Background: an optimization exercise with open tools, aiming at small area. Do not read the settings as production practice.
Function was checked by simulation only, so behaviour that the tests miss may differ from the original.
Power is estimated from default activity; no workload was simulated.

==> flow/design.v (excerpt) <==
module map_loader #(
   parameter int LANES = 5,
   parameter int ROWS  = 100
) (
   input  logic        clk_i,
   input  logic        rst_n_i,
   input  logic        start_i,
   input  logic        in_valid_i,
   output logic        in_ready_o,
   input  logic [2:0]  in_cell_i,
   input  logic        in_last_i,
   output logic        busy_o,
   output logic        done_o,
   output logic        err_o,
   output logic        map_valid_o,
   output logic [10:0] len_o,
   input  logic [2:0]  rd_x_i,
   input  logic [6:0]  rd_y_i,
   output logic [2:0]  rd_state_o,
   output logic [11:0] rd_rgb_o
);
For scale: about 2,100 cells after synthesis, about 49 I/O pins.
export LEC_CHECK = 0
export CAP_MARGIN = 10
export CORE_MARGIN = 2
export CORE_UTILIZATION = 62
export GPL_TIMING_DRIVEN = 0
export SLEW_MARGIN = 10
create_clock -name core_clock -period 10.0 [get_ports {clk_i}]
standard.sh (not shown) runs the stock make flow with config.mk's settings and CLKGATE_MAP_FILE= SYNTH_SCRIPT=/design/flow/synth_recipe.tcl, a recipe that flattens the netlist after the stock synthesis.
==> flow/flow/run.sh <==
#!/bin/bash
# Own layout flow: the standard ORFS flow, with three changes.
#  1. Synthesis is the standard flow's own script (synth_recipe.tcl) with its combinational mapping
#     changed (see synth_area.tcl): ABC maps for area, and adders are not pre-extracted.
#     Registers are mapped by dfflibmap before this, so they are the standard synthesis's.
#  2. Clock tree synthesis runs without dummy loads, with larger sink clusters (25 sinks,
#     80 um) driven by clkbuf_16 leaf buffers.
#  3. Ports are buffered with buf_1 cells (every input and output still gets its buffer).
# Every tool's output goes to a log file in this work folder (and ORFS's own logs under orfs/).
set -euo pipefail
W=$(pwd)
export FLOW_SYNTH_TCL="$W/synth_recipe.tcl"
export BUFFER_PORTS_ARGS="-buffer_cell sky130_fd_sc_hd__buf_1"
export CTS_ARGS="-sink_clustering_enable -repair_clock_nets -dont_use_dummy_load -buf_list sky130_fd_sc_hd__clkbuf_16 -sink_clustering_size 25 -sink_clustering_max_diameter 80"

make -C "$FLOW_HOME" DESIGN_CONFIG="$W/config.mk" WORK_HOME="$W/orfs" CLKGATE_MAP_FILE= \
   SYNTH_SCRIPT="$W/flow/synth_area.tcl" synth > "$W/synth_make.log" 2>&1
bash "$W/standard.sh" finish > "$W/standard_make.log" 2>&1
test -s "$W/out/final.def"
==> flow/flow/synth_area.tcl <==
# synth_recipe.tcl with two changes to the combinational mapping (registers are mapped by
# dfflibmap before either step, so they are exactly the standard synthesis's):
#  - ABC runs Yosys's default liberty script (area-oriented &nf): drop ORFS's -script, its -D
#    delay target and the -constr file that makes ABC buffer and upsize.
#  - extract_fa is skipped, so adders are left to ABC as plain logic.
proc abc {args} {
   set keep {}
   for {set i 0} {$i < [llength $args]} {incr i} {
      set a [lindex $args $i]
      if {$a eq "-script" || $a eq "-D" || $a eq "-constr"} { incr i; continue }
      lappend keep $a
   }
   yosys abc {*}$keep
}
proc extract_fa {args} { puts "extract_fa skipped" }
source $::env(FLOW_SYNTH_TCL)
Next try:
--- a/flow/flow/run.sh
+++ b/flow/flow/run.sh
@@ -11,4 +11,5 @@
 W=$(pwd)
 export FLOW_SYNTH_TCL="$W/synth_recipe.tcl"
+export FLOW_ABC_SCRIPT="$W/flow/area.abc"
 export BUFFER_PORTS_ARGS="-buffer_cell sky130_fd_sc_hd__buf_1"
 export CTS_ARGS="-sink_clustering_enable -repair_clock_nets -dont_use_dummy_load -buf_list sky130_fd_sc_hd__clkbuf_16 -sink_clustering_size 25 -sink_clustering_max_diameter 80"
==> flow/flow/area.abc (new file) <==
strash; &get -n; &fraig -x; &put; scorr; dc2; strash; &get -n; &dch -f; &nf -R 1000; &put; strash; &get -n; &dch -f; &nf -R 1000; &put; strash; &get -n; &dch -f; &nf -R 1000; &put; strash; &get -n; &dch -f; &nf -R 1000; &put;
==> flow/flow/synth_area.tcl (replaced) <==
# synth_recipe.tcl with two changes to the combinational mapping (registers are mapped by
# dfflibmap before either step, so they are exactly the standard synthesis's):
#  - ABC runs flow/area.abc (Yosys's default liberty script with four rounds of area-oriented
#    &dch/&nf mapping) in place of ORFS's script; ORFS's -D delay target and the -constr file
#    that makes ABC buffer and upsize are dropped.
#  - extract_fa is skipped, so adders are left to ABC as plain logic.
proc abc {args} {
   set keep {}
   for {set i 0} {$i < [llength $args]} {incr i} {
      set a [lindex $args $i]
      if {$a eq "-script" || $a eq "-D" || $a eq "-constr"} { incr i; continue }
      lappend keep $a
   }
   yosys abc -script $::env(FLOW_ABC_SCRIPT) {*}$keep
}
proc extract_fa {args} { puts "extract_fa skipped" }
source $::env(FLOW_SYNTH_TCL)
Settings changed: CORE_UTILIZATION 62 to 58.
Sequential cell count stays the same.
Final area is lower slightly.
Register-to-register slack degrades by 0.10 ns.
Routed wire length came out lower by a few percent.
Via count goes down by a few percent.
Sequential share of layout area rises by 0.27 points.
Setup slack gets worse by 0.053 ns.
First-iteration DRC count went down by roughly a tenth.
Die area grows by a few percent.
Next try:
==> flow/flow/run.sh (replaced) <==
#!/bin/bash
# Own layout flow: the standard ORFS flow, with three changes.
#  1. Synthesis is the standard flow's own script (synth_recipe.tcl) with its combinational mapping
#     changed (see synth_area.tcl): ABC maps for area, and adders are not pre-extracted.
#     Registers are mapped by dfflibmap before this, so they are the standard synthesis's.
#  2. Clock tree synthesis runs without dummy loads, with larger sink clusters (15 sinks,
#     60 um) driven by clkbuf_8 buffers.
#  3. Ports are buffered with buf_1 cells (every input and output still gets its buffer).
# Every tool's output goes to a log file in this work folder (and ORFS's own logs under orfs/).
set -euo pipefail
W=$(pwd)
export FLOW_SYNTH_TCL="$W/synth_recipe.tcl"
export FLOW_ABC_SCRIPT="$W/flow/area.abc"
export BUFFER_PORTS_ARGS="-buffer_cell sky130_fd_sc_hd__buf_1"
export CTS_ARGS="-sink_clustering_enable -repair_clock_nets -dont_use_dummy_load -buf_list sky130_fd_sc_hd__clkbuf_8 -sink_clustering_size 15 -sink_clustering_max_diameter 60"

make -C "$FLOW_HOME" DESIGN_CONFIG="$W/config.mk" WORK_HOME="$W/orfs" CLKGATE_MAP_FILE= \
   SYNTH_SCRIPT="$W/flow/synth_area.tcl" synth > "$W/synth_make.log" 2>&1
bash "$W/standard.sh" finish > "$W/standard_make.log" 2>&1
test -s "$W/out/final.def"
Settings changed: CORE_UTILIZATION 58 to 66.
After rerunning: Via count went up by 1.2%; routed wire length fell by 2.6%; power decreases by 2.0%; synthesized area stays the same.
Next try:
Settings changed: CORE_UTILIZATION 66 to 58.
Final cell count went up by 2.7%.
Hold slack gains 0.018 ns.
Count of clock-buffer cells in the layout stays the same.
Synthesized area is unchanged.

separate check: timing with driven ports:
The flow's constraints put no driver on any port. The routed layouts listed below were extracted and timed again, unchanged, in two steps. Step 1 sets driving cells, clkbuf_16 on the clock port and buf_2 on the other inputs (assumed; they add their load-dependent delay and slew). Step 2 also shifts input and output timing later by t, the mid clock arrival at the registers, as if the neighbouring blocks saw the same clock. a / b / c = ideal ports / drivers / drivers and shift; a / b = the first two.
| run | t, ns | setup WS [ns] | worst hold slack (ns) | latest minus earliest clock arrival (ns) |
|---|---|---|---|---|
| the first run | 0.634 | 0.350 / 0.383 / -0.251 | 0.295 / 0.295 / 0.295 | 0.112 / 0.113 |
| the second run | 0.628 | 0.298 / 0.339 / -0.289 | 0.312 / 0.312 / 0.312 | 0.071 / 0.070 |
| the third run | 0.679 | 0.533 / 0.574 / -0.105 | 0.301 / 0.301 / 0.301 | 0.083 / 0.084 |
| the fourth run | 0.701 | 0.403 / 0.443 / -0.258 | 0.319 / 0.319 / 0.319 | 0.060 / 0.060 |
With both steps, setup timing fails in every run listed, where it was met with ideal ports. For the fourth run, which loses most, drivers alone change the setup slack by +0.040 ns; drivers and shift together by -0.661 ns.
